Background: an optimization exercise with open tools, aiming at small area. Do not read the settings as production practice. In this exercise RTL edits were held to simulation tests only and were not proved equivalent to the original. Power figures rest on the tool's default switching activity, not on a simulated workload.

===== flow/run.sh =====
#!/bin/bash
# synth_recipe.tcl (not shown) runs the flow's synth.tcl, then flattens the netlist and writes it again
# the make line also repeats each setting of config.mk as NAME=value (left out here)
make -C /OpenROAD-flow-scripts/flow DESIGN_CONFIG=/design/flow/config.mk WORK_HOME=/design/flow/orfs CLKGATE_MAP_FILE= SYNTH_SCRIPT=/design/flow/synth_recipe.tcl finish

===== flow/constraint.sdc =====
create_clock -name core_clock -period 10.0 [get_ports {aclk}]
set_input_delay 2.0000 -clock core_clock [delete_from_list [all_inputs] [get_ports {aclk}]]
set_output_delay 2.0000 -clock core_clock [all_outputs]
set_load 0.01 [all_outputs]

===== flow/design.v =====
module four_digit_calculator_core #(
    parameter int DIGITS = 4
) (
    input  logic        aclk,
    input  logic        aresetn,
    input  logic        s_tvalid,
    output logic        s_tready,
    input  logic [7:0]  s_tdata,    
    input  logic [1:0]  s_tuser,    
    output logic        m_tvalid,
    input  logic        m_tready,
    output logic [31:0] m_tdata,    
    output logic [3:0]  m_tuser     
);
    localparam logic [3:0] I_A  = 4'd0;    
    localparam logic [3:0] I_E  = 4'd1;    
    localparam logic [3:0] I_N  = 4'd2;    
    localparam logic [3:0] I_F  = 4'd3;    
    localparam logic [3:0] DMUL = 4'd4;    
    localparam logic [3:0] DMOD = 4'd5;    
    localparam logic [3:0] DCPY = 4'd6;    
    localparam logic [3:0] SER  = 4'd7;    
    localparam logic [3:0] AMUL = 4'd8;    
    localparam logic [3:0] NEG1 = 4'd9;    
    localparam logic [3:0] DIVN = 4'd10;   
    localparam logic [3:0] DIVP = 4'd11;   
    localparam logic [3:0] NEG2 = 4'd12;   
    localparam logic [3:0] CHK  = 4'd13;   
    localparam logic [3:0] AMOD = 4'd14;   
    localparam logic [3:0] ACPY = 4'd15;   
    localparam logic [1:0] K_DIGIT = 2'd0;
    localparam logic [1:0] K_OPER  = 2'd1;
    localparam logic [1:0] K_APPLY = 2'd2;
    localparam logic [1:0] K_CLEAR = 2'd3;
    localparam logic [1:0] OP_ADD = 2'd0;
    localparam logic [1:0] OP_MUL = 2'd1;
    localparam logic [1:0] OP_SUB = 2'd2;
    localparam logic [1:0] OP_DIV = 2'd3;
    logic [31:0] a_reg;
    logic [13:0] e_reg;
    logic [14:0] s_reg;
    logic [3:0]  ph;
    logic [4:0]  cnt;
    logic [1:0]  op_reg;
    logic        cy;
    logic        mv;
    logic        idle, mulm, divm, cpy, xe, serm, negm;
    logic        x0, xg, xmsb;
    logic [13:0] y;
    logic [14:0] op1, yv, sum;
    logic        co, keep;
    logic [3:0]  dsat;
    logic [14:0] initv;
    logic        sa, sb, ssum;
    logic        ez;
    logic        take;
    logic [3:0]  ph_next;
    logic        last14, last15, last32;
    assign idle = (ph[3:2] == 2'b00);
    assign mulm = (ph == DMUL) || (ph == AMUL);
    assign divm = (ph == DMOD) || (ph == DCPY) || (ph == DIVN) || (ph == DIVP)
                  || (ph == AMOD) || (ph == ACPY);
    assign cpy  = (ph == DCPY) || (ph == ACPY);
    assign xe   = (ph == DMUL) || (ph == DMOD) || (ph == DCPY);
    assign negm = (ph == NEG1) || (ph == NEG2);
    assign serm = negm || (ph == SER);
    assign last14 = (cnt == 5'd13);
    assign last15 = (cnt == 5'd14);
    assign last32 = (cnt == 5'd31);
    assign ez = (e_reg == 14'd0);
    assign x0   = xe ? e_reg[0] : a_reg[0];
    assign xg   = x0 && !((ph == DMUL) && last15);
    assign xmsb = xe ? e_reg[13] : a_reg[31];
    always_comb begin
        if ((ph == AMUL) || (ph == DIVN) || (ph == DIVP)) y = e_reg;
        else if (ph == DMUL)                             y = 14'd10;
        else                                             y = 14'd10000;
    end
    assign op1 = divm ? {s_reg[13:0], xmsb} : {1'b0, s_reg[14:1]};
    assign yv  = divm ? ~{1'b0, y} : (xg ? {1'b0, y} : 15'd0);
    assign {co, sum} = {1'b0, op1} + {1'b0, yv} + {15'd0, divm};
    assign keep = cpy || !co;
    assign dsat  = (s_tdata[3:0] > 4'd9) ? 4'd9 : s_tdata[3:0];
    assign initv = (s_tuser == K_DIGIT) ? {10'd0, dsat, 1'b0} : 15'd0;
    assign sa   = a_reg[0] ^ negm;
    assign sb   = (ph == SER) && (e_reg[0] ^ op_reg[1]);
    assign ssum = sa ^ sb ^ cy;
    always_comb begin
        ph_next = ph;
        take    = 1'b0;
        unique case (ph)
            I_A, I_E, I_N, I_F: begin
                if (s_tvalid && !mv) begin
                    unique case (s_tuser)
                        K_DIGIT: ph_next = DMUL;
                        K_OPER:  begin take = 1'b1; ph_next = I_N; end
                        K_APPLY: begin
                            unique case (op_reg)
                                OP_ADD, OP_SUB: ph_next = SER;
                                OP_MUL:         ph_next = AMUL;
                                default: begin
                                    if (ez) begin take = 1'b1; ph_next = I_F; end
                                    else if (a_reg[31]) ph_next = NEG1;
                                    else ph_next = DIVP;
                                end
                            endcase
                        end
                        default: begin take = 1'b1; ph_next = I_A; end
                    endcase
                end
            end
            DMUL: if (last15) ph_next = DMOD;
            DMOD: if (last14) ph_next = DCPY;
            DCPY: if (last14) begin take = 1'b1; ph_next = I_E; end
            SER:  if (last32) ph_next = CHK;
            AMUL: if (last32) ph_next = CHK;
            NEG1: if (last32) ph_next = DIVN;
            DIVN: if (last32) ph_next = NEG2;
            DIVP: if (last32) ph_next = CHK;
            NEG2: if (last32) ph_next = CHK;
            CHK: begin
                if (a_reg[31]) begin take = 1'b1; ph_next = I_A; end
                else ph_next = AMOD;
            end
            AMOD: if (last32) ph_next = ACPY;
            default: if (last14) begin take = 1'b1; ph_next = I_A; end
        endcase
    end
    assign s_tready = take;
    always_ff @(posedge aclk) begin
        if (!aresetn) begin
            ph     <= I_A;
            mv     <= 1'b0;
            op_reg <= OP_ADD;
        end else begin
            ph <= ph_next;
            if (take) mv <= 1'b1;
            else if (m_tready) mv <= 1'b0;
            if (take && (s_tuser == K_OPER))  op_reg <= op_reg + 2'd1;
            if (take && (s_tuser == K_CLEAR)) op_reg <= OP_ADD;
        end
    end
    always_ff @(posedge aclk) begin
        if (idle || (ph_next != ph)) cnt <= 5'd0;
        else cnt <= cnt + 5'd1;
        if (serm) cy <= (sa & sb) | (sa & cy) | (sb & cy);
        else      cy <= (op_reg != OP_ADD);
        if (!(mulm || divm)) s_reg <= initv;
        else if (divm && keep) s_reg <= op1;
        else s_reg <= sum;
    end
    always_ff @(posedge aclk) begin
        if (!aresetn || (take && (s_tuser == K_CLEAR))) begin
            a_reg <= 32'd0;
        end else if ((ph == AMUL) || serm) begin
            a_reg <= {(ph == AMUL) ? sum[0] : ssum, a_reg[31:1]};
        end else if ((ph == DIVN) || (ph == DIVP) || (ph == AMOD) || (ph == ACPY)) begin
            a_reg <= {a_reg[30:0], (ph == ACPY) ? s_reg[13] : (co && (ph != AMOD))};
        end
    end
    always_ff @(posedge aclk) begin
        if (!aresetn || (take && ((s_tuser == K_CLEAR) || (s_tuser == K_APPLY)))) begin
            e_reg <= 14'd0;
        end else if (((ph == DMUL) && !last15) || (ph == SER)) begin
            e_reg <= {(ph == DMUL) && sum[0], e_reg[13:1]};
        end else if ((ph == DMOD) || (ph == DCPY)) begin
            e_reg <= {e_reg[12:0], (ph == DCPY) ? s_reg[13] : co};
        end
    end
    assign m_tvalid = mv;
    assign m_tdata  = (ph == I_E) ? {18'd0, e_reg}
                    : ((ph == I_A) || (ph == I_F)) ? a_reg : 32'd0;
    assign m_tuser  = {ph == I_F, ph == I_N, op_reg};
endmodule

===== flow/config.mk =====
export PLATFORM = sky130hd
export DESIGN_NAME = four_digit_calculator_core
export DESIGN_NICKNAME = four_digit_calculator_core
export VERILOG_FILES = /design/flow/design.v
export SDC_FILE = /design/flow/constraint.sdc
export NUM_CORES = 4
export LEC_CHECK = 0
export CAP_MARGIN = 20
export CORE_MARGIN = 2
export CORE_UTILIZATION = 40
export SLEW_MARGIN = 20

==> summary.md <==
| Metric | Value |
|---|---|
| Syn-to-layout area delta | 17.0% |
| Worst path arrival time | 3.86 ns |
| I/O pin cnt | 52 |
| Sequential area share after synthesis | 0.291 |
| Fin. max-slew vios | 0 |
| Area leader, netlist | dfxtp_1 |
| Number of global-route vias before repair | 4766 |
| Max reg flops | 32 |
| Worst hold-check path type | reg -> reg |
| Synth top cells by count | dfxtp_1 (74), a21oi_1 (70), nor2_1 (66) |
| Filler Cell Count | 1250 |
| WS Path Type | in -> out |
| Hold Path Cell Cnt | 2 |
| Hold_ws | 0.468 ns |
| Total negative slack | 0 ns |
| Drt first pass iters | 7 |
| Core area | 12500 sq um |
| Worst Hold Endpoint | s_reg[6] |
| Top Family by Delay on Critical Path | buffers and inverters |
| Synthesized flop and latch total | 74 |
| # diodes | 0 |
| WL per Instance | 17.1 um |
| Status | timing/DRC/antenna clean |
| Layout cells sized above 1 | 0.0756 |
| Port bufs | 47 |
| Root Driver | clkbuf_16 |
| Min-delay src | s_reg[5] |
| Clock latency on the worst-skew pair | 0.35 ns |
| Worst reg2reg path depth | 14 |
| Critical Path End Type | output pin |
| Multi-input logic area | 3370 sq um |
| Ys Warns | 1 |
| Setup Fix Bufs, Post-CTS | 0 |
| Via count | 5078 |
| Vias/cell | 6.00 |
| Power Dens Cells | 126 nW/um^2 |
| Starting Density | 0.407 |
| First-pass GRT wire length | 23.4 mm |
| Crit Path Max Fanout | 5 |
| Width of the die | 117 um |
| Final period util | 0.586 |
| R2R Setup Slk | 4.96 ns |
| CP cell instances | clkdlybuf4s50_1, nor4b_2, o21ai_0, nor2_1, o21a_1, clkdlybuf4s50_1 |
| Clock buffer count from CTS | 9 |
| CP Launch Type | input pin |
| Worst-path clk slew | 0.06 ns |
| Final hold violation count | 0 |
| Worst R2R Start | ph[2] |
| Post-synthesis async set-or-reset flop share | 0 |
| Max-slew headroom | 0.333 |
| Clock sinks | 74 |
| Hold buffer count at cts | 0 |
| Min cycle time layout | 5.86 ns |
| Biggest cell delay along the critical path | 0.54 ns |
| Post-cts resize count | 0 |
| Syn Inst Count | 647 |
| Slowest cell on crit path | clkdlybuf4s50_1 |
| Number of synthesized flops with an enable pin | 0 |
| Synth Area per Inst | 7.87 sq um |
| Remaining Overflow, GRT | 0 |
| Rows | 41 |
| Post-Syn Nets | 685 |
| Worst slew pin tran | 0.998 ns |
| Clock buffer depth | 2 |
| Hpwl dp | 9.88 mm |
| Distinct cells, synth | 66 |
| Top-area cell type share of the netlist area | 0.291 |
| Crit path required time | 8.00 ns |
| Register area | 1480 sq um |
| Most frequent cell after synthesis | dfxtp_1 |
| TritonCTS clock tree | built |
| Die Y | 117 um |
| VDD IR max | 0.117 mV |
| FMAX | 171 MHz |
| CP most frequent cell | clkdlybuf4s50_1 |
| 1st-iter DRT viols | 491 |
| Worst reg2reg endpoint | s_reg[8] |
| Drt drc | 0 |
| Leak | 2.21 nW |
| RSZ-0062 raised after global routing | no |
| Main flop type after synthesis | dfxtp_1 |
| Initial antenna violation count | 0 |
| Pin count of the biggest net entering global routing | 42 |
| Wirelength, routed | 14.5 mm |
| H-tree Lvls | 3 |
| Final Wtd Congestion | 0.847 |
| Die ar. | 13600 sq um |
| MaxCap Viol Count | 0 |
| Final setup fails | 0 |
| Bufs and invs on worst path | 2 |
| Synthesized cell area | 5090 sq um |
| Post-layout nets | 708 |
| Synth area leaders | dfxtp_1 (29%), a21oi_1 (6.9%), a222oi_1 (5.9%), ha_1 (5.2%), nor2_1 (4.9%) |
| GRT Total Usage | 0.216 |
| Layout Skew | 0.00823 ns |
| Antenna Nets Post-Route | 0 |
==> per-layer routing <==
metal	up-vias	GRT usage	share of wire
met5	-	0	0
li1	2497	-	-
met4	0	0.0886	0.019
met2	150	0.336	0.47
met3	24	0.0536	0.052
met1	2407	0.289	0.46
==> cell type report <==
type	count	share of cell area
tap	172	0.0361
clock inverter	5	0.00651
clock buffer	11	0.0391
timing repair buffer	59	0.0953
sequential	74	0.249
inverter	15	0.00945
multi-input combinational	511	0.565
==> layout by cell type, fill, tap and decap left out, types with 3 or more instances in the layout <==
cell	instances
fa_1	3
o211ai_1	4
nor2_1	65
xor2_1	9
clkdlybuf4s50_1	47
buf_4	11
and3_1	5
o21a_1	8
o22ai_1	4
a32o_1	3
a22o_1	16
nand3_1	17
a21o_1	8
or3_1	3
a22oi_1	17
nor2b_1	12
a222oi_1	30
nor3_1	8
nand2_1	60
dfxtp_1	74
xnor2_1	4
o221ai_1	4
a21oi_1	69
ha_1	21
a31oi_1	12
and2_1	25
mux2_2	12
clkbuf_16	9
a211oi_1	4
a21boi_0	3
inv_1	15
mux2i_1	4
nand2b_1	3
o21ai_0	24
nor4_1	4
o31ai_1	8
o21ai_1	3
==> logic make-up after synthesis <==
group | Yosys count | synth area share
flops | 74 | 0.291
compound gates | 241 | 0.334
xor+xnor | 13 | 0.0224
fa+ha+maj | 24 | 0.0634
buf+inv | 62 | 0.0516
mux | 16 | 0.0344
simple gates | 217 | 0.203
==> worst min-delay path: stages (launching register included) <==
cell and delay [ns]:
dfxtp_1 0.32, nand2_1 0.06, a21oi_1 0.05
==> per-stage QoR <==
| stage | cell area, sq um | total power, mW | setup slack, ns | instances | util |
|---|---|---|---|---|---|
| after CTS | 5950 | 0.757 | 4.15 | 847 | 0.476 |
| after global placement | 5670 | 0.447 | 4.18 | 830 | 0.453 |
| after floorplan | 5090 | 0.413 | 5.27 | 647 | - |
| after global routing | 5960 | 0.788 | 4.00 | 847 | 0.476 |
| after detailed placement | 5680 | 0.450 | 4.15 | 831 | 0.454 |
| final | 5960 | 0.751 | 4.14 | 847 | 0.476 |
==> worst max-delay path by stage <==
stage / start / to / cells past startpoint
global route: s_tvalid / s_tready / 6
detailed placement: s_tvalid / s_tready / 6
global placement: s_tvalid / s_tready / 6
CTS: s_tvalid / s_tready / 6
floorplan: s_tvalid / s_tready / 4
finish: s_tvalid / s_tready / 6
==> report_power, final <==
| part | total, mW | switching (mW) | internal, mW |
|---|---|---|---|
| clock | 0.305 | 0.136 | 0.170 |
| combinational | 0.136 | 0.0890 | 0.0467 |
| sequential | 0.310 | 0.00723 | 0.302 |
| total | 0.751 | 0.232 | 0.519 |

[separate check: timing with driven ports]
The results above use ideal ports. As a check the final layout listed here was re-extracted and re-timed, cells and wires unchanged.
Step 1: set_driving_cell puts a clkbuf_16 on aclk and a buf_2 on each other input, an assumption about the parent block.
Step 2 also shifts input and output timing later by t, the mid clock arrival at the registers, as if the neighbouring blocks saw the same clock.
a / b / c = ideal ports / drivers / drivers and shift; a / b = the first two.
t (ns): 0.388
slack for setup (ns): 4.141 / 4.113 / 4.113
worst setup path at the end: input to output
worst register clock-pin slew, ns: 0.06 / 0.06
pins driven straight from the clock port: 1
After both steps setup and hold are still met in this run. For this run, drivers alone change the setup slack by -0.028 ns; drivers and shift together by -0.028 ns.
